Background: an optimization exercise with open tools, aiming at small area and a short achievable clock period. Do not read the settings as production practice. At most, simulation tests tie the RTL to the original design; equivalence was not proved. For runs 2 and 3, only the layout was checked, not whether the RTL still works.

==> flow/design.v, too long to show whole: its modules and the start of the top module <==
// module fft_cmul: 1042 lines
// module fft_fa: 10 lines
// module fft_ha: 9 lines
// module fft_bsel: 12 lines
// module fft_o22ai: 9 lines
// module fft_xor2: 7 lines
// module fft_butterfly_pipe: 177 lines
// module fft_or2: 3 lines
// module fft_nor2: 3 lines
// module fft_nand3: 3 lines
// module fft_nand3b: 3 lines
// module fft_a31oi: 3 lines
// module fft_a21oi: 3 lines
module fft_butterfly_pipe (
  input  logic        clk,
  input  logic        rst,
  input  logic        in_valid,
  input  logic [3:0]  rd_addrA,
  input  logic [3:0]  rd_addrB,
  input  logic [2:0]  twiddle_idx,
  input  logic [3:0]  stage,
  input  logic        bank_sel,
  input  logic        agu_done,
  input  logic [31:0] rd_dataA,
  input  logic [31:0] rd_dataB,
  output logic [2:0]  tw_addr,
  input  logic [31:0] tw_data,
  output logic        wr_en,
  output logic        wr_bank,
  output logic [3:0]  wr_addrA,
  output logic [3:0]  wr_addrB,
  output logic [31:0] wr_dataA,
  output logic [31:0] wr_dataB,
  output logic        drained,
  output logic        done_out,
  output logic        hazard_err
);
  // ...
==> flow/flow/run.sh <==
#!/bin/bash
set -euo pipefail
export BUFFER_PORTS_ARGS="-buffer_cell sky130_fd_sc_hd__buf_1"
export SETUP_SLACK_MARGIN=5.4
export CTS_ARGS="-sink_clustering_enable -repair_clock_nets -sink_clustering_size 20 -sink_clustering_max_diameter 80 -buf_list {sky130_fd_sc_hd__clkbuf_8} -dont_use_dummy_load"
bash standard.sh > standard.log 2>&1
==> flow/standard.sh <==
#!/bin/bash
# synth_recipe.tcl (not shown) runs the flow's synth.tcl, then flattens the netlist and writes it again
# the make line also repeats each setting of config.mk as NAME=value (left out here)
make -C /OpenROAD-flow-scripts/flow DESIGN_CONFIG=/design/flow/config.mk WORK_HOME=/design/flow/orfs CLKGATE_MAP_FILE= SYNTH_SCRIPT=/design/flow/synth_recipe.tcl "${@:-finish}"
==> flow/config.mk <==
export PLATFORM = sky130hd
export DESIGN_NAME = fft_butterfly_pipe
export DESIGN_NICKNAME = fft_butterfly_pipe
export VERILOG_FILES = /design/flow/design.v
export SDC_FILE = /design/flow/constraint.sdc
export NUM_CORES = 4
export LEC_CHECK = 0
export CAP_MARGIN = 20
export CORE_MARGIN = 2
export CORE_UTILIZATION = 55
export SLEW_MARGIN = 20
export SYNTH_HIERARCHICAL = 1
==> flow/constraint.sdc <==
create_clock -name core_clock -period 10.0 [get_ports {clk}]
set_input_delay 2.0000 -clock core_clock [delete_from_list [all_inputs] [get_ports {clk}]]
set_output_delay 2.0000 -clock core_clock [all_outputs]
set_load 0.01 [all_outputs]
==> out/metrics.yaml, run 1 <==
setup_path:
  r2r-start: "neg2_re[3]"
  criticalPathCategory: "input port to output port"
  crit_family: "simple AND/OR/NAND/NOR gates"
  crit_start: "stage[3]"
  reg2reg_to: "y3_re[9]"
layout:
  area_growth_pct: 5.93
  clkbuf_count: 27
  nets: 3995
  multi_input_area_share_pct: 69.6
  insertedDiodeCount: 1
  fin_util_pct: 59.2
die:
  die_w_um: 249
timing:
  period_needed_ns: 4.61
  fin_hold_ws_ns: 0.307
  rsz0062_at_grt: "true"
  fmax_ghz: 0.217
  hold_viol_final: 0
  setup_viol_count_final: 0
cts:
  post-cts-setup-buffers: 1
  numCtsBuffers: 27
routing:
  drtIter0Drc: 2577
  wl_per_cell_um: 26.0
  drtAntennaViolNets: 0
  wl_met2_mm: 46.9
  wl_mm: 103
synth:
  yosys.cell_types.count: 72
  async_flop_share_pct: 2.22
  synth_top_area_share_pct: 31.5
  netlist_area_um2: 33100
  ys.flop_type: "dfxtp_1"
global_route:
  use_met1_pct: 43.7
  grt_pass1_vias: 26727
  met2_usage_pct: 51.7
status:
  status: "complete, no violations"
==> module fft_butterfly_pipe, before the edit <==
module fft_butterfly_pipe (
  input  logic        clk,
  input  logic        rst,
  input  logic        in_valid,
  input  logic [3:0]  rd_addrA,
  input  logic [3:0]  rd_addrB,
  input  logic [2:0]  twiddle_idx,
  input  logic [3:0]  stage,
  input  logic        bank_sel,
  input  logic        agu_done,
  input  logic [31:0] rd_dataA,
  input  logic [31:0] rd_dataB,
  output logic [2:0]  tw_addr,
  input  logic [31:0] tw_data,
  output logic        wr_en,
  output logic        wr_bank,
  output logic [3:0]  wr_addrA,
  output logic [3:0]  wr_addrB,
  output logic [31:0] wr_dataA,
  output logic [31:0] wr_dataB,
  output logic        drained,
  output logic        done_out,
  output logic        hazard_err
);
  logic        v1_q, v2_q, v3_q;
  logic [3:0]  stage_q;                           
  logic [8:0]  meta1_q, meta2_q, meta3_q, meta4_q;   
  logic [31:0] a2_q, nb2_q, a3_q;
  logic [7:0]  one_n_re, two_n_re, neg_re, one_n_im, two_n_im, neg_im;
  logic [7:0]  one_n2_re, two_n2_re, neg2_re, one_n2_im, two_n2_im, neg2_im, neg_n2_im;
  logic [22:0] x_re, y_re, x_im, y_im, x3_re, y3_re, x3_im, y3_im;
  logic        c_re, c_im, c3_re, c3_im;
  logic        wrap1, wrap2_q, wrap3_q;
  logic        agu_q, pending_done;
  logic        busy, agu_rise, drained_next, hazard_c;
  logic [17:0] a3_re, a3_im;
  logic [5:0]  lo_re, lo_im;
  logic [17:0] s_aa_re, t_aa_re, s_aa_im, t_aa_im, s_ab_re, t_ab_re, s_ab_im, t_ab_im;
  logic [18:0] sum_aa_re, sum_aa_im, sum_ab_re, sum_ab_im;
  logic [17:0] za_re, za_im, zb_re, zb_im;
  logic [15:0] ra_re, ra_im, rb_re, rb_im;
  logic hi_stage, p2_1, p2_2, p2_3, p1_2, p1_3, p0_3;
  fft_or2    u_tw_hi  (.a(stage[3]), .b(stage[2]), .y(hi_stage));
  fft_nand3b u_tw_p21 (.a_n(stage[1]), .b(stage[0]), .c(twiddle_idx[0]), .y(p2_1));
  fft_nand3b u_tw_p22 (.a_n(stage[0]), .b(stage[1]), .c(twiddle_idx[1]), .y(p2_2));
  fft_nand3  u_tw_p23 (.a(stage[1]),   .b(stage[0]), .c(twiddle_idx[2]), .y(p2_3));
  fft_nand3b u_tw_p12 (.a_n(stage[0]), .b(stage[1]), .c(twiddle_idx[0]), .y(p1_2));
  fft_nand3  u_tw_p13 (.a(stage[1]),   .b(stage[0]), .c(twiddle_idx[1]), .y(p1_3));
  fft_nand3  u_tw_p03 (.a(stage[1]),   .b(stage[0]), .c(twiddle_idx[0]), .y(p0_3));
  fft_a31oi  u_tw_2   (.a1(p2_1), .a2(p2_2), .a3(p2_3), .b1(hi_stage), .y(tw_addr[2]));
  fft_a21oi  u_tw_1   (.a1(p1_2), .a2(p1_3), .b1(hi_stage), .y(tw_addr[1]));
  fft_nor2   u_tw_0   (.a(p0_3), .b(hi_stage), .y(tw_addr[0]));
  always_comb begin
    busy         = v1_q | v2_q | v3_q | wr_en;
    hazard_c     = in_valid & busy & (stage != stage_q);
    agu_rise     = agu_done & ~agu_q;
    drained_next = ~(in_valid | v1_q | v2_q | v3_q);
    drained      = ~busy;
  end
  always_comb begin
    for (int k = 0; k < 8; k++) begin
      logic y2, y1, y0, z2, z1, z0;
      y2 = tw_data[16+2*k+1];
      y1 = tw_data[16+2*k];
      y0 = (k == 0) ? 1'b0 : tw_data[16+2*k-1];
      z2 = tw_data[2*k+1];
      z1 = tw_data[2*k];
      z0 = (k == 0) ? 1'b0 : tw_data[2*k-1];
      one_n_re[k] = ~(y1 ^ y0);
      two_n_re[k] = ~((y2 & ~y1 & ~y0) | (~y2 & y1 & y0));
      neg_re[k]   = y2;
      one_n_im[k] = ~(z1 ^ z0);
      two_n_im[k] = ~((z2 & ~z1 & ~z0) | (~z2 & z1 & z0));
      neg_im[k]   = z2;
    end
  end
  assign wrap1 = (rd_dataB == 32'h8000_8000) && (tw_data == 32'h8000_8000);
  fft_cmul u_cmul (
    .nb_re      (nb2_q[31:16]),
    .nb_im      (nb2_q[15:0]),
    .w_re_one_n (one_n2_re),
    .w_re_two_n (two_n2_re),
    .w_re_neg   (neg2_re),
    .w_im_one_n (one_n2_im),
    .w_im_two_n (two_n2_im),
    .w_im_neg   (neg2_im),
    .w_im_neg_n (neg_n2_im),
    .x_re       (x_re),
    .y_re       (y_re),
    .c_re       (c_re),
    .x_im       (x_im),
    .y_im       (y_im),
    .c_im       (c_im)
  );
  assign lo_re = {1'b0, x3_re[4:0]} + {1'b0, y3_re[4:0]} + {5'd0, c3_re};
  assign lo_im = {1'b0, x3_im[4:0]} + {1'b0, y3_im[4:0]} + {5'd0, c3_im};
  assign a3_re = {{2{a3_q[31]}}, a3_q[31:16]};
  assign a3_im = {{2{a3_q[15]}}, a3_q[15:0]};
  for (genvar i = 0; i < 18; i++) begin : g_csa
    fft_fa u_fa_aa_re (.a(a3_re[i]),  .b(x3_re[i+5]), .c(y3_re[i+5]), .s(s_aa_re[i]), .co(t_aa_re[i]));
    fft_fa u_fa_aa_im (.a(a3_im[i]),  .b(x3_im[i+5]), .c(y3_im[i+5]), .s(s_aa_im[i]), .co(t_aa_im[i]));
    fft_fa u_fa_ab_re (.a(~a3_re[i]), .b(x3_re[i+5]), .c(y3_re[i+5]), .s(s_ab_re[i]), .co(t_ab_re[i]));
    fft_fa u_fa_ab_im (.a(~a3_im[i]), .b(x3_im[i+5]), .c(y3_im[i+5]), .s(s_ab_im[i]), .co(t_ab_im[i]));
  end
  assign sum_aa_re = {s_aa_re, 1'b1} + {t_aa_re[16:0], 1'b0, lo_re[5]};
  assign sum_aa_im = {s_aa_im, 1'b1} + {t_aa_im[16:0], 1'b0, lo_im[5]};
  assign sum_ab_re = {s_ab_re, 1'b1} + {t_ab_re[16:0], 1'b0, lo_re[5]};
  assign sum_ab_im = {s_ab_im, 1'b1} + {t_ab_im[16:0], 1'b0, lo_im[5]};
  assign za_re = sum_aa_re[18:1];
  assign za_im = sum_aa_im[18:1];
  assign zb_re = sum_ab_re[18:1];
  assign zb_im = sum_ab_im[18:1];
  always_comb begin
    ra_re = (za_re[17:15] == 3'b000 || za_re[17:15] == 3'b111) ? za_re[15:0] : {za_re[17], {15{~za_re[17]}}};
    ra_im = (za_im[17:15] == 3'b000 || za_im[17:15] == 3'b111) ? za_im[15:0] : {za_im[17], {15{~za_im[17]}}};
    rb_re = (zb_re[17:15] == 3'b000 || zb_re[17:15] == 3'b111) ? ~zb_re[15:0] : {~zb_re[17], {15{zb_re[17]}}};
    rb_im = (zb_im[17:15] == 3'b000 || zb_im[17:15] == 3'b111) ? ~zb_im[15:0] : {~zb_im[17], {15{zb_im[17]}}};
    if (wrap3_q) begin
      ra_im = 16'h8000;
      rb_im = 16'h7fff;
    end
  end
  always_ff @(posedge clk or posedge rst) begin
    if (rst) begin
      v1_q         <= 1'b0;
      v2_q         <= 1'b0;
      v3_q         <= 1'b0;
      wr_en        <= 1'b0;
      hazard_err   <= 1'b0;
      agu_q        <= 1'b0;
      pending_done <= 1'b0;
      done_out     <= 1'b0;
    end else begin
      v1_q  <= in_valid;
      v2_q  <= v1_q;
      v3_q  <= v2_q;
      wr_en <= v3_q;
      if (hazard_c) hazard_err <= 1'b1;
      agu_q <= agu_done;
      if ((pending_done | agu_rise) & drained_next) begin
        done_out     <= 1'b1;
        pending_done <= 1'b0;
      end else begin
        done_out <= 1'b0;
        if (agu_rise) pending_done <= 1'b1;
      end
    end
  end
  always_ff @(posedge clk) begin
    if (in_valid) stage_q <= stage;
    meta1_q  <= {~bank_sel, rd_addrA, rd_addrB};
    meta2_q  <= meta1_q;
    meta3_q  <= meta2_q;
    meta4_q  <= meta3_q;
    a2_q      <= rd_dataA;
    nb2_q     <= ~rd_dataB;
    one_n2_re <= one_n_re;
    two_n2_re <= two_n_re;
    neg2_re   <= neg_re;
    one_n2_im <= one_n_im;
    two_n2_im <= two_n_im;
    neg2_im   <= neg_im;
    neg_n2_im <= ~neg_im;
    wrap2_q   <= wrap1;
    a3_q      <= a2_q;
    x3_re    <= x_re;
    y3_re    <= y_re;
    c3_re    <= c_re;
    x3_im    <= x_im;
    y3_im    <= y_im;
    c3_im    <= c_im;
    wrap3_q  <= wrap2_q;
    wr_dataA <= {ra_re, ra_im};
    wr_dataB <= {rb_re, rb_im};
  end
  assign {wr_bank, wr_addrA, wr_addrB} = meta4_q;
endmodule
==> inputs of run 2 (changes only) <==
--- a/flow/design.v
+++ b/flow/design.v
@@ -19,21 +19,21 @@
   input  logic [15:0] nb_im,       
   input  logic [7:0]  w_re_one_n,  
   input  logic [7:0]  w_re_two_n,  
   input  logic [7:0]  w_re_neg,    
   input  logic [7:0]  w_im_one_n,
   input  logic [7:0]  w_im_two_n,
   input  logic [7:0]  w_im_neg,
   input  logic [7:0]  w_im_neg_n,  
-  output logic [22:0] x_re,
-  output logic [22:0] y_re,
+  output logic [20:0] x_re,
+  output logic [20:0] y_re,
   output logic        c_re,
-  output logic [22:0] x_im,
-  output logic [22:0] y_im,
+  output logic [20:0] x_im,
+  output logic [20:0] y_im,
   output logic        c_im
 );
   logic [232:0] re_s, re_c;
   logic [21:0] re_hs, re_hc;
   logic [239:0] re_pp;
   fft_bsel u_re_pp0 (.one_n(w_re_one_n[0]), .two_n(w_re_two_n[0]), .neg(w_re_neg[0]), .b1_n(nb_re[1]), .b0_n(nb_re[0]), .e(re_pp[0]));
   fft_bsel u_re_pp1 (.one_n(w_re_one_n[0]), .two_n(w_re_two_n[0]), .neg(w_re_neg[0]), .b1_n(nb_re[2]), .b0_n(nb_re[1]), .e(re_pp[1]));
   fft_bsel u_re_pp2 (.one_n(w_re_one_n[0]), .two_n(w_re_two_n[0]), .neg(w_re_neg[0]), .b1_n(nb_re[3]), .b0_n(nb_re[2]), .e(re_pp[2]));
@@ -533,21 +533,21 @@
   fft_fa u_re_fa228 (.a(~(~((w_im_one_n[6] & w_im_two_n[6]) | nb_im[15]) ^ w_im_neg_n[6])), .b(re_pp[238]), .c(re_c[223]), .s(re_s[228]), .co(re_c[228]));
   fft_fa u_re_fa229 (.a(re_s[227]), .b(re_c[224]), .c(re_s[228]), .s(re_s[229]), .co(re_c[229]));
   fft_ha u_re_ha20 (.a(re_c[225]), .b(re_s[229]), .s(re_hs[20]), .co(re_hc[20]));
   fft_fa u_re_fa230 (.a(re_pp[119]), .b(re_pp[239]), .c(re_c[227]), .s(re_s[230]), .co(re_c[230]));
   fft_fa u_re_fa231 (.a(re_c[228]), .b(re_s[230]), .c(re_c[229]), .s(re_s[231]), .co(re_c[231]));
   assign re_s[232] = ~(~(~((w_re_one_n[7] & w_re_two_n[7]) | nb_re[15]) ^ w_re_neg[7]) ^ ~(~((w_im_one_n[7] & w_im_two_n[7]) | nb_im[15]) ^ w_im_neg_n[7]));
   assign re_c[232] = ~(~((w_re_one_n[7] & w_re_two_n[7]) | nb_re[15]) ^ w_re_neg[7]) | ~(~((w_im_one_n[7] & w_im_two_n[7]) | nb_im[15]) ^ w_im_neg_n[7]);
   fft_ha u_re_ha21 (.a(re_s[232]), .b(re_c[230]), .s(re_hs[21]), .co(re_hc[21]));
-  logic [10:0] re_lsum;
-  assign re_lsum = {1'b0, re_hc[7], re_s[32], re_s[24], re_hc[4], re_s[12], re_hs[3], re_s[4], re_s[2], re_hs[0], (~(w_im_one_n[0] | nb_im[0]) ^ w_im_neg_n[0])} + {1'b0, re_hs[8], re_hs[7], re_hs[6], re_hs[5], re_hs[4], re_s[8], re_hs[2], re_hs[1], re_c[0], re_s[0]};
-  assign x_re = {1'b1, re_c[232], re_hs[21], re_hc[20], re_hs[20], re_hc[19], re_hs[19], re_hc[18], re_hs[18], re_hc[17], re_hs[17], re_hc[16], re_hs[16], re_hc[15], re_hs[15], re_hc[14], re_hc[13], re_c[99], re_hc[12], re_hc[11], re_hc[10], re_hc[9], re_s[50]};
-  assign y_re = {1'b0, re_hc[21], re_c[231], re_s[231], re_c[226], re_s[226], re_c[217], re_s[217], re_c[204], re_s[204], re_c[187], re_s[187], re_c[166], re_s[166], re_c[141], re_s[141], re_hs[14], re_hs[13], re_s[99], re_hs[12], re_hs[11], re_hs[10], re_hs[9]};
-  assign c_re = re_lsum[10];
+  logic [12:0] re_lsum;
+  assign re_lsum = {1'b0, re_hc[9], re_s[50], re_hc[7], re_s[32], re_s[24], re_hc[4], re_s[12], re_hs[3], re_s[4], re_s[2], re_hs[0], (~(w_im_one_n[0] | nb_im[0]) ^ w_im_neg_n[0])} + {1'b0, re_hs[10], re_hs[9], re_hs[8], re_hs[7], re_hs[6], re_hs[5], re_hs[4], re_s[8], re_hs[2], re_hs[1], re_c[0], re_s[0]};
+  assign x_re = {1'b1, re_c[232], re_hs[21], re_hc[20], re_hs[20], re_hc[19], re_hs[19], re_hc[18], re_hs[18], re_hc[17], re_hs[17], re_hc[16], re_hs[16], re_hc[15], re_hs[15], re_hc[14], re_hc[13], re_c[99], re_hc[12], re_hc[11], re_hc[10]};
+  assign y_re = {1'b0, re_hc[21], re_c[231], re_s[231], re_c[226], re_s[226], re_c[217], re_s[217], re_c[204], re_s[204], re_c[187], re_s[187], re_c[166], re_s[166], re_c[141], re_s[141], re_hs[14], re_hs[13], re_s[99], re_hs[12], re_hs[11]};
+  assign c_re = re_lsum[12];
   logic [232:0] im_s, im_c;
   logic [21:0] im_hs, im_hc;
   logic [239:0] im_pp;
   fft_bsel u_im_pp0 (.one_n(w_im_one_n[0]), .two_n(w_im_two_n[0]), .neg(w_im_neg[0]), .b1_n(nb_re[1]), .b0_n(nb_re[0]), .e(im_pp[0]));
   fft_bsel u_im_pp1 (.one_n(w_im_one_n[0]), .two_n(w_im_two_n[0]), .neg(w_im_neg[0]), .b1_n(nb_re[2]), .b0_n(nb_re[1]), .e(im_pp[1]));
   fft_bsel u_im_pp2 (.one_n(w_im_one_n[0]), .two_n(w_im_two_n[0]), .neg(w_im_neg[0]), .b1_n(nb_re[3]), .b0_n(nb_re[2]), .e(im_pp[2]));
   fft_bsel u_im_pp3 (.one_n(w_im_one_n[0]), .two_n(w_im_two_n[0]), .neg(w_im_neg[0]), .b1_n(nb_re[4]), .b0_n(nb_re[3]), .e(im_pp[3]));
   fft_bsel u_im_pp4 (.one_n(w_im_one_n[0]), .two_n(w_im_two_n[0]), .neg(w_im_neg[0]), .b1_n(nb_re[5]), .b0_n(nb_re[4]), .e(im_pp[4]));
@@ -1045,21 +1045,21 @@
   fft_fa u_im_fa228 (.a(~(~((w_re_one_n[6] & w_re_two_n[6]) | nb_im[15]) ^ w_re_neg[6])), .b(im_pp[238]), .c(im_c[223]), .s(im_s[228]), .co(im_c[228]));
   fft_fa u_im_fa229 (.a(im_s[227]), .b(im_c[224]), .c(im_s[228]), .s(im_s[229]), .co(im_c[229]));
   fft_ha u_im_ha20 (.a(im_c[225]), .b(im_s[229]), .s(im_hs[20]), .co(im_hc[20]));
   fft_fa u_im_fa230 (.a(im_pp[119]), .b(im_pp[239]), .c(im_c[227]), .s(im_s[230]), .co(im_c[230]));
   fft_fa u_im_fa231 (.a(im_c[228]), .b(im_s[230]), .c(im_c[229]), .s(im_s[231]), .co(im_c[231]));
   assign im_s[232] = ~(~(~((w_im_one_n[7] & w_im_two_n[7]) | nb_re[15]) ^ w_im_neg[7]) ^ ~(~((w_re_one_n[7] & w_re_two_n[7]) | nb_im[15]) ^ w_re_neg[7]));
   assign im_c[232] = ~(~((w_im_one_n[7] & w_im_two_n[7]) | nb_re[15]) ^ w_im_neg[7]) | ~(~((w_re_one_n[7] & w_re_two_n[7]) | nb_im[15]) ^ w_re_neg[7]);
   fft_ha u_im_ha21 (.a(im_s[232]), .b(im_c[230]), .s(im_hs[21]), .co(im_hc[21]));
-  logic [10:0] im_lsum;
-  assign im_lsum = {1'b0, im_hc[7], im_s[32], im_s[24], im_hc[4], im_s[12], im_hs[3], im_s[4], im_s[2], im_hs[0], (~(w_re_one_n[0] | nb_im[0]) ^ w_re_neg[0])} + {1'b0, im_hs[8], im_hs[7], im_hs[6], im_hs[5], im_hs[4], im_s[8], im_hs[2], im_hs[1], im_c[0], im_s[0]};
-  assign x_im = {1'b1, im_c[232], im_hs[21], im_hc[20], im_hs[20], im_hc[19], im_hs[19], im_hc[18], im_hs[18], im_hc[17], im_hs[17], im_hc[16], im_hs[16], im_hc[15], im_hs[15], im_hc[14], im_hc[13], im_c[99], im_hc[12], im_hc[11], im_hc[10], im_hc[9], im_s[50]};
-  assign y_im = {1'b0, im_hc[21], im_c[231], im_s[231], im_c[226], im_s[226], im_c[217], im_s[217], im_c[204], im_s[204], im_c[187], im_s[187], im_c[166], im_s[166], im_c[141], im_s[141], im_hs[14], im_hs[13], im_s[99], im_hs[12], im_hs[11], im_hs[10], im_hs[9]};
-  assign c_im = im_lsum[10];
+  logic [12:0] im_lsum;
+  assign im_lsum = {1'b0, im_hc[9], im_s[50], im_hc[7], im_s[32], im_s[24], im_hc[4], im_s[12], im_hs[3], im_s[4], im_s[2], im_hs[0], (~(w_re_one_n[0] | nb_im[0]) ^ w_re_neg[0])} + {1'b0, im_hs[10], im_hs[9], im_hs[8], im_hs[7], im_hs[6], im_hs[5], im_hs[4], im_s[8], im_hs[2], im_hs[1], im_c[0], im_s[0]};
+  assign x_im = {1'b1, im_c[232], im_hs[21], im_hc[20], im_hs[20], im_hc[19], im_hs[19], im_hc[18], im_hs[18], im_hc[17], im_hs[17], im_hc[16], im_hs[16], im_hc[15], im_hs[15], im_hc[14], im_hc[13], im_c[99], im_hc[12], im_hc[11], im_hc[10]};
+  assign y_im = {1'b0, im_hc[21], im_c[231], im_s[231], im_c[226], im_s[226], im_c[217], im_s[217], im_c[204], im_s[204], im_c[187], im_s[187], im_c[166], im_s[166], im_c[141], im_s[141], im_hs[14], im_hs[13], im_s[99], im_hs[12], im_hs[11]};
+  assign c_im = im_lsum[12];
 endmodule
 module fft_fa (
   input  logic a,
   input  logic b,
   input  logic c,
   output logic s,
   output logic co
 );
@@ -1128,38 +1128,33 @@
   output logic        hazard_err
 );
   logic        v1_q, v2_q, v3_q;
   logic [3:0]  stage_q;                           
   logic [8:0]  meta1_q, meta2_q, meta3_q, meta4_q;   
   logic [31:0] a2_q, nb2_q, a3_q;
   logic [7:0]  one_n_re, two_n_re, neg_re, one_n_im, two_n_im, neg_im;
   logic [7:0]  one_n2_re, two_n2_re, neg2_re, one_n2_im, two_n2_im, neg2_im, neg_n2_im;
-  logic [22:0] x_re, y_re, x_im, y_im, x3_re, y3_re, x3_im, y3_im;
+  logic [20:0] x_re, y_re, x_im, y_im, x3_re, y3_re, x3_im, y3_im;
   logic        c_re, c_im, c3_re, c3_im;
   logic        wrap1, wrap2_q, wrap3_q;
   logic        agu_q, pending_done;
   logic        busy, agu_rise, drained_next, hazard_c;
   logic [17:0] a3_re, a3_im;
-  logic [5:0]  lo_re, lo_im;
-  logic [17:0] s_aa_re, t_aa_re, s_aa_im, t_aa_im, s_ab_re, t_ab_re, s_ab_im, t_ab_im;
-  logic [18:0] sum_aa_re, sum_aa_im, sum_ab_re, sum_ab_im;
+  logic [3:0]  lo_re, lo_im;
   logic [17:0] za_re, za_im, zb_re, zb_im;
   logic [15:0] ra_re, ra_im, rb_re, rb_im;
-  logic hi_stage, p2_1, p2_2, p2_3, p1_2, p1_3, p0_3;
-  fft_or2    u_tw_hi  (.a(stage[3]), .b(stage[2]), .y(hi_stage));
-  fft_nand3b u_tw_p21 (.a_n(stage[1]), .b(stage[0]), .c(twiddle_idx[0]), .y(p2_1));
-  fft_nand3b u_tw_p22 (.a_n(stage[0]), .b(stage[1]), .c(twiddle_idx[1]), .y(p2_2));
-  fft_nand3  u_tw_p23 (.a(stage[1]),   .b(stage[0]), .c(twiddle_idx[2]), .y(p2_3));
-  fft_nand3b u_tw_p12 (.a_n(stage[0]), .b(stage[1]), .c(twiddle_idx[0]), .y(p1_2));
-  fft_nand3  u_tw_p13 (.a(stage[1]),   .b(stage[0]), .c(twiddle_idx[1]), .y(p1_3));
-  fft_nand3  u_tw_p03 (.a(stage[1]),   .b(stage[0]), .c(twiddle_idx[0]), .y(p0_3));
-  fft_a31oi  u_tw_2   (.a1(p2_1), .a2(p2_2), .a3(p2_3), .b1(hi_stage), .y(tw_addr[2]));
-  fft_a21oi  u_tw_1   (.a1(p1_2), .a2(p1_3), .b1(hi_stage), .y(tw_addr[1]));
-  fft_nor2   u_tw_0   (.a(p0_3), .b(hi_stage), .y(tw_addr[0]));
+  always_comb begin
+    case (stage)
+      4'd1:    tw_addr = {twiddle_idx[0], 2'b00};
+      4'd2:    tw_addr = {twiddle_idx[1:0], 1'b0};
+      4'd3:    tw_addr = twiddle_idx;
+      default: tw_addr = 3'd0;
+    endcase
+  end
   always_comb begin
     busy         = v1_q | v2_q | v3_q | wr_en;
     hazard_c     = in_valid & busy & (stage != stage_q);
     agu_rise     = agu_done & ~agu_q;
     drained_next = ~(in_valid | v1_q | v2_q | v3_q);
     drained      = ~busy;
   end
   always_comb begin
@@ -1192,34 +1187,24 @@
     .w_im_neg_n (neg_n2_im),
     .x_re       (x_re),
     .y_re       (y_re),
     .c_re       (c_re),
     .x_im       (x_im),
     .y_im       (y_im),
     .c_im       (c_im)
   );
-  assign lo_re = {1'b0, x3_re[4:0]} + {1'b0, y3_re[4:0]} + {5'd0, c3_re};
-  assign lo_im = {1'b0, x3_im[4:0]} + {1'b0, y3_im[4:0]} + {5'd0, c3_im};
+  assign lo_re = {1'b0, x3_re[2:0]} + {1'b0, y3_re[2:0]} + {3'd0, c3_re};
+  assign lo_im = {1'b0, x3_im[2:0]} + {1'b0, y3_im[2:0]} + {3'd0, c3_im};
   assign a3_re = {{2{a3_q[31]}}, a3_q[31:16]};
   assign a3_im = {{2{a3_q[15]}}, a3_q[15:0]};
-  for (genvar i = 0; i < 18; i++) begin : g_csa
-    fft_fa u_fa_aa_re (.a(a3_re[i]),  .b(x3_re[i+5]), .c(y3_re[i+5]), .s(s_aa_re[i]), .co(t_aa_re[i]));
-    fft_fa u_fa_aa_im (.a(a3_im[i]),  .b(x3_im[i+5]), .c(y3_im[i+5]), .s(s_aa_im[i]), .co(t_aa_im[i]));
-    fft_fa u_fa_ab_re (.a(~a3_re[i]), .b(x3_re[i+5]), .c(y3_re[i+5]), .s(s_ab_re[i]), .co(t_ab_re[i]));
-    fft_fa u_fa_ab_im (.a(~a3_im[i]), .b(x3_im[i+5]), .c(y3_im[i+5]), .s(s_ab_im[i]), .co(t_ab_im[i]));
-  end
-  assign sum_aa_re = {s_aa_re, 1'b1} + {t_aa_re[16:0], 1'b0, lo_re[5]};
-  assign sum_aa_im = {s_aa_im, 1'b1} + {t_aa_im[16:0], 1'b0, lo_im[5]};
-  assign sum_ab_re = {s_ab_re, 1'b1} + {t_ab_re[16:0], 1'b0, lo_re[5]};
-  assign sum_ab_im = {s_ab_im, 1'b1} + {t_ab_im[16:0], 1'b0, lo_im[5]};
-  assign za_re = sum_aa_re[18:1];
-  assign za_im = sum_aa_im[18:1];
-  assign zb_re = sum_ab_re[18:1];
-  assign zb_im = sum_ab_im[18:1];
+  fft_add3 u_aa_re (.v(a3_re),  .x(x3_re[20:3]), .y(y3_re[20:3]), .c(lo_re[3]), .z(za_re));
+  fft_add3 u_aa_im (.v(a3_im),  .x(x3_im[20:3]), .y(y3_im[20:3]), .c(lo_im[3]), .z(za_im));
+  fft_add3 u_ab_re (.v(~a3_re), .x(x3_re[20:3]), .y(y3_re[20:3]), .c(lo_re[3]), .z(zb_re));
+  fft_add3 u_ab_im (.v(~a3_im), .x(x3_im[20:3]), .y(y3_im[20:3]), .c(lo_im[3]), .z(zb_im));
   always_comb begin
     ra_re = (za_re[17:15] == 3'b000 || za_re[17:15] == 3'b111) ? za_re[15:0] : {za_re[17], {15{~za_re[17]}}};
     ra_im = (za_im[17:15] == 3'b000 || za_im[17:15] == 3'b111) ? za_im[15:0] : {za_im[17], {15{~za_im[17]}}};
     rb_re = (zb_re[17:15] == 3'b000 || zb_re[17:15] == 3'b111) ? ~zb_re[15:0] : {~zb_re[17], {15{zb_re[17]}}};
     rb_im = (zb_im[17:15] == 3'b000 || zb_im[17:15] == 3'b111) ? ~zb_im[15:0] : {~zb_im[17], {15{zb_im[17]}}};
     if (wrap3_q) begin
       ra_im = 16'h8000;
       rb_im = 16'h7fff;
@@ -1275,26 +1260,23 @@
     y3_im    <= y_im;
     c3_im    <= c_im;
     wrap3_q  <= wrap2_q;
     wr_dataA <= {ra_re, ra_im};
     wr_dataB <= {rb_re, rb_im};
   end
   assign {wr_bank, wr_addrA, wr_addrB} = meta4_q;
 endmodule
-module fft_or2 (input logic a, input logic b, output logic y);
-  assign y = a | b;
-endmodule
-module fft_nor2 (input logic a, input logic b, output logic y);
-  assign y = ~(a | b);
-endmodule
-module fft_nand3 (input logic a, input logic b, input logic c, output logic y);
-  assign y = ~(a & b & c);
-endmodule
-module fft_nand3b (input logic a_n, input logic b, input logic c, output logic y);
-  assign y = ~(~a_n & b & c);
-endmodule
-module fft_a31oi (input logic a1, input logic a2, input logic a3, input logic b1, output logic y);
-  assign y = ~((a1 & a2 & a3) | b1);
-endmodule
-module fft_a21oi (input logic a1, input logic a2, input logic b1, output logic y);
-  assign y = ~((a1 & a2) | b1);
+module fft_add3 (
+  input  logic [17:0] v,
+  input  logic [17:0] x,
+  input  logic [17:0] y,
+  input  logic        c,
+  output logic [17:0] z
+);
+  logic [17:0] s, t;
+  logic [18:0] sum;
+  for (genvar i = 0; i < 18; i++) begin : g_csa
+    fft_fa u_fa (.a(v[i]), .b(x[i]), .c(y[i]), .s(s[i]), .co(t[i]));
+  end
+  assign sum = {s, 1'b1} + {t[16:0], 1'b0, c};
+  assign z = sum[18:1];
 endmodule
==> flow/flow/run.sh (replaced) <==
#!/bin/bash
set -euo pipefail
export BUFFER_PORTS_ARGS="-buffer_cell sky130_fd_sc_hd__buf_1"
export SETUP_SLACK_MARGIN=5.5
export CTS_ARGS="-sink_clustering_enable -repair_clock_nets -sink_clustering_size 24 -sink_clustering_max_diameter 80 -buf_list {sky130_fd_sc_hd__clkbuf_8 sky130_fd_sc_hd__clkbuf_16} -dont_use_dummy_load"
bash standard.sh > standard.log 2>&1
==> flow/config.mk (replaced) <==
export PLATFORM = sky130hd
export DESIGN_NAME = fft_butterfly_pipe
export DESIGN_NICKNAME = fft_butterfly_pipe
export VERILOG_FILES = /design/flow/design.v
export SDC_FILE = /design/flow/constraint.sdc
export NUM_CORES = 4
export LEC_CHECK = 0
export CAP_MARGIN = 20
export CORE_MARGIN = 2
export CORE_UTILIZATION = 65
export SLEW_MARGIN = 20
export SYNTH_HIERARCHICAL = 1
==> run 2 against run 1 <==
Effect of this change:
- hold slack better by 0.018 ns
- synthesized cell count is 1.7% higher
- count of clock-buffer cells in the layout is 4 lower
- global-route usage is 6.5 points higher
==> out/metrics.yaml, run 2 <==
status:
  status: "complete, no violations"
synth:
  synth_edf_count: 4
  synth.avg_cell_area_um2: 10.8
  synthMuxAreaShare_pct: 0.305
  yosys-top-cells-count: "xor2_1, fa_1, o22ai_1, dfxtp_1, ha_1"
  ys_ff_latch: 352
  synth_top_area_share_pct: 31.3  # -0.16 points
  netlist_area_um2: 33300  # +0.51%
  synth_largest_area_cell: "fa_1"
  synth_xor_xnor_area_share_pct: 16.4
  synth_top_family_by_area: "adder cells"
  yosys.area_share.simple_pct: 5.39
  synth_compound_area_share_pct: 15.2
  async_flop_share_pct: 2.27  # +0.051 points
  syn_inst: 3071
  yosys.cell_types.count: 60  # -17%
  yosys.area_share.adder_pct: 37.2
  netlist_top_cells_area: "fa_1, dfxtp_1, xor2_1"
  yosysSeqAreaShare_pct: 21.4
  yosysWarnings: 7
  ys.flop_type: "dfxtp_1"
  synth.most_common_cell: "xor2_1"
timing:
  tns_ns: 0
  maxSlewViolCount: 0
  setup_viol_count_final: 0  # unchanged
  finClkSkew_ns: 0.0866
  hold_viol_final: 0  # unchanged
  fin_hold_ws_ns: 0.325  # +0.0184 ns
  period_share_pct: 46.3
  period_needed_ns: 4.63  # +0.0213 ns
  tightest_slew_ns: 1.03
  slew_headroom_pct: 31.1
  rsz0062_at_grt: "true"
  fmax_ghz: 0.216  # -0.46%
die:
  core_um2: 50400
  die_w_um: 230  # -7.7%
  die_height_um: 230
  initial_core_util_pct: 66.0
  num_rows: 82
  io_pins: 196
  dieArea_um2: 53000
layout:
  post-route-cell-area_um2: 36000
  insertedDiodeCount: 0  # -1
  area_growth_pct: 8.28
  fin_cells: 3933
  final_cell_mix: "xor2_1, fa_1, o22ai_1"
  drive_above_1_share_pct: 6.19
  layout_commonest_cell: "xor2_1"
  nets: 4057  # +1.6%
placed_design:
  gp_congestion: 0.958
  placed_cell_area_um2: 34700
  portBuffers: 195
  placed_cells: 3901
  dp_hpwl_mm: 68.8
routing:
  vias_per_cell: 6.83
  drcViolationCount: 0
  wl_per_cell_um: 27.0  # +3.9%
  drtAntennaViolNets: 0  # unchanged
  first_pass_iters: 8
  wl_mm: 106  # +2.9%
  vias: 26852
  drtIter0Drc: 3427  # +33%
global_route:
  grt_usage_pct: 39.5
  grt_max_degree: 38
  grt_antenna_before_repair: 0
  grt_pass1_wl_mm: 160
  grt_pass1_vias: 27762  # +3.9%
  grt-ovfl-total: 0
setup_path:
  r2r_cells: 14
  criticalPathCategory: "input port to output port"
  crit_arrival_ns: 2.63
  worst_setup_path_start_kind: "input port"
  rrSetupSlack_ns: 5.49
  worst-path-max-fanout: 2
  r2r-start: "one_n2_re[3]"
  end_kind: "output port"
  reg2reg_to: "c3_im"
  crit_required_ns: 8.00
cts:
  numCtsBuffers: 23  # -15%
  h-tree-depth: 1
  cts_tree: "yes"
  clockBufferDepth: 3
  clockRootBuffer: "clkbuf_16"
  clkTransAtPathRegs_ns: 0.10
  hold_buffers: 0
  clk_latency_ns: 0.61
  clock_sinks: 352
min_path:
  min_path_type: "flop to flop"
  whs_path_depth: 0
  min-delay-start: "meta2_q[1]"
  min_to: "meta3_q[1]"
flow_run:
  maxCapViolCount: 0
[run 2: logic make-up after synthesis]
| kind of cell | count (synthesis) |
|---|---|
| other | 2 |
| flip-flops | 352 |
| AO/OA/AOI/OAI | 781 |
| AND/OR/NAND/NOR | 371 |
| buffers and inverters | 253 |
| multiplexers | 10 |
| adder cells (fa/ha/maj) | 678 |
| XOR/XNOR | 624 |
[run 2: how the worst max path moves through the flow]
stage,start,endpoint,slack [ns],cells past startpoint
after global placement,neg2_re[7],y3_re[7],5.11,9
after CTS,stage[1],tw_addr[2],5.36,5
after floorplan,neg2_re[7],y3_re[7],5.45,10
after detailed placement,neg2_re[7],y3_re[7],5.03,9
after global routing,two_n2_re[2],c3_re,5.33,14
final,stage[1],tw_addr[2],5.37,5
[run 2: layer usage]
layer | share of wire [%] | up-vias | routed length, um | global-route usage (%)
li1 | - | 11070 | - | -
met1 | 37 | 13044 | 39000 | 50.3
met2 | 44 | 2164 | 46900 | 60.4
met3 | 11 | 574 | 11900 | 9.03
met4 | 8.0 | 0 | 8550 | 26.6
met5 | 0 | - | 0 | 0
[run 2: final cells by class]
cell class | count | area [um2]
Fill cell | 3743 | 14400
Clock buffer | 23 | 576
Timing Repair Buffer | 285 | 2010
Inverter | 133 | 503
Sequential cell | 352 | 7180
Multi-Input combinational cell | 2468 | 24900
Tap cell | 672 | 841
[run 2: critical path: stages]
cell      delay (ns)
buf_8           0.10
mux2_4          0.29
nand2_2         0.06
a21boi_2        0.04
buf_2           0.13
[run 2: per-module statistics from Yosys (local to each module, per instance), a selection]
module | cell area (um2) | cells inside | times used | flops+latches
fft_add3 | 885 | 113 | 4 | 0
fft_butterfly_pipe | 9140 | 740 | 1 | 352
fft_cmul | 2410 | 355 | 1 | 0
fft_fa | 20.0 | 1 | 520 | 0
fft_ha | 12.5 | 1 | 44 | 0
fft_o22ai | 6.26 | 1 | 480 | 0
fft_xor2 | 8.76 | 1 | 480 | 0
[run 2: what timing repair did]
item,4_1_cts,5_1_grt
setup buffers,2,3
setup endpoints to repair,22,17
cloned,0,4
pin swaps,5,2
resized for setup,84,88
[run 2: per-stage QoR]
stage / utilization, % / setup slack, ns
finish: 71.5 / 5.37
global route: 71.5 / 5.33
CTS: 70.6 / 5.36
detailed placement: 68.8 / 5.03
global placement: 68.8 / 5.11
floorplan: - / 5.45
==> inputs of run 3 (changes only) <==
==> flow/flow/run.sh (replaced) <==
#!/bin/bash
set -euo pipefail
export BUFFER_PORTS_ARGS="-buffer_cell sky130_fd_sc_hd__buf_1"
export SETUP_SLACK_MARGIN=5.5
export CTS_ARGS="-sink_clustering_enable -repair_clock_nets -sink_clustering_size 30 -sink_clustering_max_diameter 100 -buf_list {sky130_fd_sc_hd__clkbuf_8 sky130_fd_sc_hd__clkbuf_16} -dont_use_dummy_load"
bash standard.sh > standard.log 2>&1
--- a/flow/config.mk
+++ b/flow/config.mk
@@ -8,5 +8,5 @@
 export CAP_MARGIN = 20
 export CORE_MARGIN = 2
-export CORE_UTILIZATION = 65
+export CORE_UTILIZATION = 55
 export SLEW_MARGIN = 20
 export SYNTH_HIERARCHICAL = 1
==> run 3 against run 2 <==
Effect of this change:
- via count is 0.64% lower
- final area increased by 2.6%
- first-iteration DRC count decreased by 16%
- maximum frequency fell by 0.16%
- critical path depth unchanged
- sequential share of layout area is 0.26 points lower
- global-route usage down 5.3 points
- wire length increased by 6.2%
- worst setup slack worse by 0.0076 ns
- register-to-register slack about the same
- critical path type unchanged
- highest routed layer unchanged
==> out/metrics.yaml, run 3 <==
global_route:
  grt-ovfl-total: 0  # unchanged
  grt_max_degree: 38  # unchanged
  grt_antenna_before_repair: 0  # unchanged
  grt_pass1_vias: 27620  # -0.51%
  grt_pass1_wl_mm: 164  # +2.3%
  grt_usage_pct: 34.2  # -5.3 points
die:
  dieArea_um2: 62400  # +18%
  core_um2: 60000  # +19%
  io_pins: 196  # unchanged
  die_w_um: 250  # +8.6%
  num_rows: 90  # +9.8%
  initial_core_util_pct: 55.4  # -11 points
  die_height_um: 250  # +8.6%
placed_design:
  dp_hpwl_mm: 69.7  # +1.4%
  gp_congestion: 0.934  # -2.5%
  portBuffers: 195  # unchanged
  place_ws_ns: 5.01  # -0.0220 ns
  placed_cell_area_um2: 34800  # +0.26%
synth:
  synth_largest_area_cell: "fa_1"
  netlist_area_um2: 33300  # unchanged
  netlist_top_cells_area: "fa_1, dfxtp_1, xor2_1"
  yosys.cell_types.count: 60  # unchanged
  ys.flop_type: "dfxtp_1"
  yosysWarnings: 7  # unchanged
  synth_top_area_share_pct: 31.3  # unchanged
  yosys-top-cells-count: "xor2_1, fa_1, o22ai_1, dfxtp_1, ha_1"
  yosysSeqAreaShare_pct: 21.4  # unchanged
  synth.avg_cell_area_um2: 10.8  # unchanged
  synth_edf_count: 4  # unchanged
  ys_ff_latch: 352  # unchanged
  async_flop_share_pct: 2.27  # unchanged
  syn_inst: 3071  # unchanged
  synth.most_common_cell: "xor2_1"
cts:
  h-tree-depth: 1  # unchanged
  clkTransAtPathRegs_ns: 0.07  # -0.03 ns
  clk_latency_ns: 0.59  # -0.02 ns
  numCtsBuffers: 22  # -4.3%
  clock_sinks: 352  # unchanged
  cts_tree: "yes"
  clockBufferDepth: 3  # unchanged
  hold_buffers: 0  # unchanged
  clockRootBuffer: "clkbuf_16"
routing:
  drtAntennaViolNets: 0  # unchanged
  first_pass_iters: 6  # -2
  wl_per_cell_um: 27.7  # +2.5%
  vias_per_cell: 6.55  # -4.1%
  drcViolationCount: 0  # unchanged
  vias: 26680  # -0.64%
  drtIter0Drc: 2884  # -16%
  wl_mm: 113  # +6.2%
timing:
  period_needed_ns: 4.64  # +0.00764 ns
  slew_headroom_pct: 39.7  # +8.6 points
  fmax_ghz: 0.215  # -0.16%
  rsz0062_at_grt: "true"
  tns_ns: 0  # unchanged
  fin_ws_ns: 5.36  # -0.00764 ns
  maxSlewViolCount: 0  # unchanged
  tightest_slew_ns: 0.905  # -0.125 ns
  finClkSkew_ns: 0.0740  # -0.0125 ns
  period_share_pct: 46.4  # +0.076 points
  hold_viol_final: 0  # unchanged
  setup_viol_count_final: 0  # unchanged
setup_path:
  end_kind: "output port"
  cpMaxStageDelayCell: "mux2_4"
  rrSetupSlack_ns: 5.49  # about the same
  worst-path-max-fanout: 2  # unchanged
  criticalPathCategory: "input port to output port"
  crit_required_ns: 8.00  # about the same
  r2r_cells: 14  # unchanged
  path_cells: "buf_8, mux2_4, nand2_2, a21boi_2, buf_2"
  r2r-start: "one_n2_re[1]"
  worst_setup_path_start_kind: "input port"
  crit_arrival_ns: 2.64  # about the same
  critPathMaxStageDelay_ns: 0.29  # about the same
  reg2reg_to: "c3_im"
layout:
  insertedDiodeCount: 0  # unchanged
  nets: 4087  # +0.74%
  area_growth_pct: 11.1
  drive_above_1_share_pct: 8.36  # +2.2 points
  layout_commonest_cell: "xor2_1"
  post-route-cell-area_um2: 36900  # +2.6%
  final_cell_mix: "xor2_1, fa_1, o22ai_1"
min_path:
  whs_path_depth: 0  # unchanged
  min-delay-start: "a2_q[21]"
  min_path_type: "flop to flop"
  min_to: "a3_q[21]"
status:
  status: "complete, no violations"
flow_run:
  maxCapViolCount: 0  # unchanged
==> run 3: area by class of cell <==
cell class	instances	area (um2)
clock buffer	22	551
fill	4983	23100
inverter	133	500
multi-input combinational	2468	25000
sequential	352	7270
tap	782	978
timing repair buffer	316	2660
==> run 3: per-module statistics from Yosys (local to each module, per instance), a selection <==
| module | cells | times used |
|---|---|---|
| fft_butterfly_pipe | 740 | 1 |
| fft_cmul | 355 | 1 |
| fft_o22ai | 1 | 480 |
| fft_fa | 1 | 520 |
| fft_add3 | 113 | 4 |
| fft_xor2 | 1 | 480 |
| fft_ha | 1 | 44 |
==> run 3: worst max-delay path by stage <==
stage	end	from	depth (start not counted)	slack, ns
6_report	tw_addr[2]	stage[1]	5	5.36
5_1_grt	c3_im	nb2_q[24]	14	5.34
4_1_cts	tw_addr[2]	stage[1]	5	5.36
3_5_place_dp	y3_re[7]	neg2_re[7]	9	5.01
3_3_place_gp	y3_re[7]	neg2_re[7]	9	5.12
2_1_floorplan	y3_re[7]	neg2_re[7]	10	5.45
==> run 3: repair_timing <==
| action | in CTS | in global routing |
|---|---|---|
| setup endpoints to repair | 23 | 12 |
| pin swaps | 6 | 2 |
| buffers inserted | 11 | 17 |
| cloned | 3 | 16 |
| resized for setup | 132 | 96 |
==> run 3: cell families after synthesis <==
family / Yosys count / synth area share [%]
compound gates: 781 / 15.2
fa+ha+maj: 678 / 37.2
xor+xnor: 624 / 16.4
simple gates: 371 / 5.39
flops: 352 / 21.4
buf+inv: 253 / 3.96
mux: 10 / 0.305
other cells: 2 / 0.0226
==> run 3: routing by layer <==
layer / part of all wire [%] / wire [um] / track usage, % / vias up
li1: - / - / - / 11143
met1: 38 / 42500 / 44.1 / 13154
met2: 44 / 49800 / 53.6 / 1906
met3: 11 / 12500 / 6.51 / 477
met4: 7.1 / 8000 / 20.6 / 0
met5: 0 / 0 / 0 / -
==> run 3: metrics by stage <==
stage / instances / hold WS, ns / util (%)
2_1_floorplan: 3073 / 0.310 / -
3_3_place_gp: 4004 / 0.309 / 57.9
3_5_place_dp: 4004 / 0.312 / 57.9
4_1_cts: 4040 / 0.324 / 60.0
5_1_grt: 4073 / 0.334 / 61.6
6_report: 4073 / 0.323 / 61.6
==> run 3: critical path, delay by kind of cell <==
family	cells	cell delay, ns
AND/OR/NAND/NOR	1	0.06
buffers and inverters	2	0.24
multiplexers	1	0.29
AO/OA/AOI/OAI	1	0.05

separate check: timing with driven ports:
The flow's constraints put no driver on any port. The routed layouts listed below were extracted and timed again, unchanged, in two steps. Step 1: set_driving_cell puts a clkbuf_16 on clk and a buf_2 on each other input, an assumption about the parent block. Step 2 times the ports against the registers' clock, not the clock port: input delays grow and output delays shrink by t, the midpoint of the rising clock arrivals with the driver on. Three values: no drivers, after step 1, after step 2; two values: the first two.
run | t (ns) | setup WS [ns] | worst register clock-pin slew, ns | worst slew at a driven data input, ns
run 1 | 0.687 | 5.388 / 5.355 / 5.355 | 0.12 / 0.12 | 0.04
run 2 | 0.633 | 5.367 / 5.324 / 5.324 | 0.10 / 0.10 | 0.07
run 3 | 0.617 | 5.360 / 5.317 / 5.317 | 0.11 / 0.11 | 0.06
After both steps setup and hold are still met in every run listed.
